Source: an optimization exercise on an open RTL-to-GDS flow (aim: small area, a short achievable clock period and few clock cycles per item). Production flows keep margins and buffers that such runs may drop. In this exercise RTL edits were held to simulation tests only and were not proved equivalent to the original.

==> inputs of 11-05 <==
// bds_top
module bds_top
(
  input  logic        clk,
  input  logic        rst,
  input  logic        query_valid,
  output logic        query_stall,
  input  logic [27:0] query_clock_hz,
  input  logic [22:0] query_baud_wanted,
  output logic        result_valid,
  input  logic        result_stall,
  output logic [4:0]  result_osr_field,
  output logic [12:0] result_sbr_divisor,
  output logic        result_both_edge,
  output logic [27:0] result_rate_error,
  output logic        result_divisor_overflow
);
Settings: LEC_CHECK=0, CAP_MARGIN=20, CORE_MARGIN=2, CORE_UTILIZATION=65, SETUP_SLACK_MARGIN=4.2, SLEW_MARGIN=20; clock period 8.0 ns.
run.sh (not shown) runs the stock make flow with config.mk's settings and CLKGATE_MAP_FILE= SYNTH_SCRIPT=/design/flow/synth_recipe.tcl, a recipe that flattens the netlist after the stock synthesis.
==> 03-10 (differences from 11-05) <==
--- a/flow/design.v
+++ b/flow/design.v
@@ -107,16 +107,16 @@
   logic [4:0]  osr;        
   logic [4:0]  cm;         
   logic        cdf;        
   logic [20:0] qv;         
   logic        qbig;       
   logic [5:0]  sosr;       
   logic [4:0]  mrem;       
-  logic [2:0]  grp;        
-  logic [3:0]  gbits;      
+  logic [3:0]  grp;        
+  logic [1:0]  gbits;      
   logic        dffff;      
   logic        lastv;      
   logic [4:0]  mlast;      
   logic        dlast;      
   logic [5:0]  mmin;       
   logic        pend;       
   logic [22:0] best_err;
@@ -155,64 +155,62 @@
     end else begin
       rem_step = fits ? diff[22:0] : trial[22:0];
       quo_step = {quo[26:0], fits};
       cnt_step = cnt - 5'd1;
       last     = (cnt == 5'd1);
     end
   end
-  logic [2:0]  top;        
-  logic [23:0] qpad;
-  logic [3:0]  gtop;       
-  logic [3:0]  gdec;       
-  logic [4:0]  m_mid;
+  logic [3:0]  top;        
+  logic [21:0] qpad;
+  logic [1:0]  gtop;       
+  logic [1:0]  gdec;       
   logic [4:0]  m_next;
-  logic [3:0]  q4;
+  logic [1:0]  q2;
   logic        dffff_next;
-  assign qpad = {3'b0, qv};
+  assign qpad = {1'b0, qv};
   always_comb begin
-    top = 3'd0;
-    for (int i = 1; i < 6; i++) begin
-      if (|qpad[4*i +: 4]) top = 3'(i);
+    top = 4'd0;
+    for (int i = 1; i < 11; i++) begin
+      if (|qpad[2*i +: 2]) top = 4'(i);
     end
-    gtop = 4'b0;
-    gdec = 4'b0;
-    for (int i = 0; i < 6; i++) begin
-      if (top == 3'(i)) gtop = qpad[4*i +: 4];
-      if (grp == 3'(i + 1)) gdec = qpad[4*i +: 4];
+    gtop = 2'b0;
+    gdec = 2'b0;
+    for (int i = 0; i < 11; i++) begin
+      if (top == 4'(i)) gtop = qpad[2*i +: 2];
+      if (grp == 4'(i + 1)) gdec = qpad[2*i +: 2];
     end
   end
   logic [7:0]  nr1, nr2, nr3;
   logic [5:0]  sosr_d;     
   logic        sosr_we;
   logic [5:0]  sr_next;    
   assign sr_next = sosr_d + 6'd1;
   assign nr1 = ~{3'b0, sosr[4:0]};
   assign nr2 = {nr1[6:0], 1'b0};
   always_ff @(posedge clk) begin
     if (sosr_we) nr3 <= 8'd0 - ({2'b0, sr_next} + {1'b0, sr_next, 1'b0});
   end
-  bds_divider u_div_hi (
+  bds_divider u_div (
     .nr1     (nr1),
     .nr2     (nr2),
     .nr3     (nr3),
     .rem_in  (mrem),
-    .bits    (gbits[3:2]),
-    .rem_out (m_mid),
-    .quo     (q4[3:2])
-  );
-  bds_divider u_div_lo (
-    .nr1     (nr1),
-    .nr2     (nr2),
-    .nr3     (nr3),
-    .rem_in  (m_mid),
-    .bits    (gbits[1:0]),
+    .bits    (gbits),
     .rem_out (m_next),
-    .quo     (q4[1:0])
+    .quo     (q2)
   );
-  assign dffff_next = (grp <= 3'd3) ? (dffff & (&q4)) : dffff;
+  assign dffff_next = (grp <= 4'd7) ? (dffff & (&q2)) : dffff;
+  logic        sdh;        
+  logic        dhi_next;
+  logic        dlo2;       
+  logic [1:0]  dlo4;       
+  logic        dlh;        
+  logic [4:0]  dll;        
+  logic        clos;       
+  assign dhi_next = sdh | ((grp >= 4'd3) ? (|q2) : (grp == 4'd2) ? q2[1] : 1'b0);
   logic        searching;   
   logic        sfin;        
   logic        srun;        
   logic        snew;        
   logic        sdone;       
   assign searching = (state == S_SEL) || (state == S_CAND) || (state == S_DIV) ||
                      (state == S_ESUB) || (state == S_CMP);
@@ -238,15 +236,15 @@
   logic        go_bump;
   logic        is_sat;
   logic [4:0]  zosr;       
   logic        has_zero;
   assign first    = (osr == 5'd3) && (kind != K_BUMP);
   assign lt       = diff[24] || first;
   assign ez       = (trial == 24'd0);
-  assign go_bump  = (kind == K_NORM) && lt && (osr != 5'd3) && !cdf && !ez;
+  assign go_bump  = (kind == K_NORM) && lt && (osr != 5'd3) && !cdf && !ez && !clos;
   assign is_sat   = qbig || (qv[20:16] > osr);
   assign has_zero = (qv[20:5] == 16'd0);
   assign zosr     = (qv[4:0] < 5'd3) ? 5'd3 : qv[4:0];
   logic [3:0]  nxt_state;
   logic [1:0]  nxt_kind;
   logic        nxt_div;     
   always_comb begin
@@ -313,15 +311,15 @@
           end else begin
             state <= S_FSCAN;
           end
         end
         S_FIN2:  state <= S_FIN3;
         S_FIN3:  state <= S_FSCAN;
         S_FSCAN: begin
-          if (grp == 3'd0) begin
+          if (grp == 4'd0) begin
             state <= S_ACC;
             qs    <= 1'b0;
           end
         end
         S_ACC: begin
           state        <= S_OUT;
           result_valid <= 1'b1;
@@ -366,14 +364,15 @@
           dvs <= {2'b0, osr, 11'h7FF, ~osr};
         end
       end
       S_CAND: begin
         osr  <= sosr[4:0] - 5'd1;
         cm   <= mlast;
         cdf  <= dlast;
+        clos <= ({mlast, 1'b0} + 6'd3 <= sosr) && (dlh || (dll > mlast));
         dvs  <= {1'b0, qsum};
         quo  <= qc;
         rem  <= '0;
         cnt  <= 5'd28;
         kind <= K_NORM;
       end
       S_DIV: begin
@@ -412,15 +411,15 @@
         if (best_kind == K_SAT)  quo <= 28'd65535;
         if (best_kind == K_ZERO) quo <= 28'd1;
       end
       S_FIN2: begin
         qv <= qsum[20:0];
       end
       S_FSCAN: begin
-        quo <= {quo[23:0], q4};
+        quo <= {quo[25:0], q2};
       end
       default: begin
       end
     endcase
   end
   always_comb begin
     sosr_we = 1'b1;
@@ -428,66 +427,79 @@
       if (r4_norm)   sosr_d = 6'd4;
       else if (qbig) sosr_d = 6'd32;
       else           sosr_d = (qv[20:16] < 5'd3) ? 6'd3 : {1'b0, qv[20:16]};
     end else if (state == S_FIN || state == S_FIN3) begin
       sosr_d = {1'b0, best_osr};
     end else begin
       sosr_d  = sosr + 6'd1;
-      sosr_we = searching && srun && (grp == 3'd0);
+      sosr_we = searching && srun && (grp == 4'd0);
     end
   end
   always_ff @(posedge clk) begin
     if (sosr_we) sosr <= sosr_d;
   end
   always_ff @(posedge clk) begin
     if (state == S_START) begin
       mrem  <= '0;
       grp   <= top;
       gbits <= gtop;
-      dffff <= (top >= 3'd3);
+      dffff <= (top >= 4'd7);
+      sdh   <= 1'b0;
+      dlo2  <= 1'b0;
+      dlo4  <= 2'b0;
       mmin  <= 6'd32;
       pend  <= 1'b0;
       if (r4_norm) begin
         lastv <= 1'b1;
         mlast <= {3'b0, qv[1:0]};
         dlast <= (qv[17:2] == 16'hFFFF);
+        dlh   <= |qv[20:7];
+        dll   <= qv[6:2];
       end else begin
         lastv <= 1'b0;
       end
     end else if (state == S_FIN || state == S_FIN3) begin
       mrem  <= '0;
       grp   <= top;
       gbits <= gtop;
       lastv <= 1'b0;
       pend  <= 1'b0;
     end else if (state == S_FSCAN) begin
       mrem  <= m_next;
-      grp   <= grp - 3'd1;
+      grp   <= grp - 4'd1;
       gbits <= gdec;
     end else if (searching) begin
       if (state == S_CAND) pend <= 1'b0;
       if (snew) begin
         pend <= 1'b1;
         mmin <= {1'b0, mlast};
       end
       lastv <= 1'b0;
       if (srun) begin
-        if (grp == 3'd0) begin
+        if (grp == 4'd0) begin
           lastv <= 1'b1;
           mlast <= m_next;
           dlast <= dffff_next;
+          dlh   <= dhi_next;
+          dll   <= {dlo2, dlo4, q2};
+          sdh   <= 1'b0;
+          dlo2  <= 1'b0;
+          dlo4  <= 2'b0;
           mrem  <= '0;
           grp   <= top;
           gbits <= gtop;
-          dffff <= (top >= 3'd3);
+          dffff <= (top >= 4'd7);
         end else begin
           mrem  <= m_next;
-          grp   <= grp - 3'd1;
+          grp   <= grp - 4'd1;
           gbits <= gdec;
           dffff <= dffff_next;
+          sdh   <= dhi_next;
+          if (grp == 4'd1) dlo4 <= q2;
+          if (grp == 4'd2) dlo2 <= q2[0];
         end
       end
     end
   end
   assign query_stall = qs;
   always_comb begin
     result.osr_field        = best_osr;
==> flow/config.mk (replaced) <==
export PLATFORM = sky130hd
export DESIGN_NAME = bds_top
export DESIGN_NICKNAME = bds_top
export VERILOG_FILES = /design/flow/design.v
export SDC_FILE = /design/flow/constraint.sdc
export NUM_CORES = 4
export LEC_CHECK = 0
export CAP_MARGIN = 20
export CORE_MARGIN = 2
export CORE_UTILIZATION = 50
export SETUP_SLACK_MARGIN = 4.8
export SLEW_MARGIN = 20
==> flow_summary.json <==
{
  "critPathBufInv": 1,
  "clock_latency_ps": 550,
  "cp_data_required_time_ps": 8280,
  "synth_fa_ha_area_frac": 0.119,
  "htreeDepth": 1,
  "drive_gt1_frac": 0.225,
  "p_seq_frac": 0.237,
  "min_from": "u_search.dlast$_DFFE_PP_",
  "p_clk_frac": 0.134,
  "fp.dieH_um": 185,
  "final_area_um2": 21400,
  "multi_input_gates": 1363,
  "status": "complete, no violations",
  "synthMuxAreaShare": 0.0474,
  "power_frac_comb": 0.629,
  "wl_met3_mm": 5.95
}
[end of results for 03-10]
==> flow_summary.json <==
{
  "synth_fa_ha_area_frac": 0.134,
  "wl_met3_mm": 6.94,
  "synthMuxAreaShare": 0.0389,
  "status": "complete, no violations",
  "multi_input_gates": 1321,
  "clock_latency_ps": 450,
  "instances_no_fill": 2200,
  "drive_gt1_frac": 0.167,
  "final_area_um2": 19400,
  "cp_data_required_time_ps": 8200,
  "synth_top_flop_cell": "edfxtp_1",
  "use_met1": 0.560,
  "min_from": "u_search.result_valid$_SDFFE_PP0P_",
  "p_seq_frac": 0.216,
  "power_frac_comb": 0.694,
  "critPathBufInv": 2
}
[end of results for 11-05]
Testbench counts of 11-05, summed over its fixed seeds: cycles 20,821, queries 256.
Testbench counts of 03-10, summed over its fixed seeds: cycles 20,735, queries 256.

[afterwards: timing with drivers on the ports]
The results above use ideal ports. As a check the final layouts listed here were re-extracted and re-timed, cells and wires unchanged.
Step 1 sets driving cells, clkbuf_16 on the clock port and buf_2 on the other inputs (assumed; they add their load-dependent delay and slew).
Step 2, shift: input delay + t, output delay - t, t = (earliest + latest rising clock arrival at the registers) / 2. This alone moves slack from input paths to output paths.
Three values: no drivers, after step 1, after step 2; two values: the first two.
run	t, ns	setup slack, ns	hold WS [ns]	worst setup path at the end
11-05	0.499	3.824 / 3.824 / 3.824	0.516 / 0.516 / 0.516	register to register
03-10	0.599	3.927 / 3.927 / 3.927	0.429 / 0.429 / 0.429	register to register
After both steps every run listed still meets setup and hold.
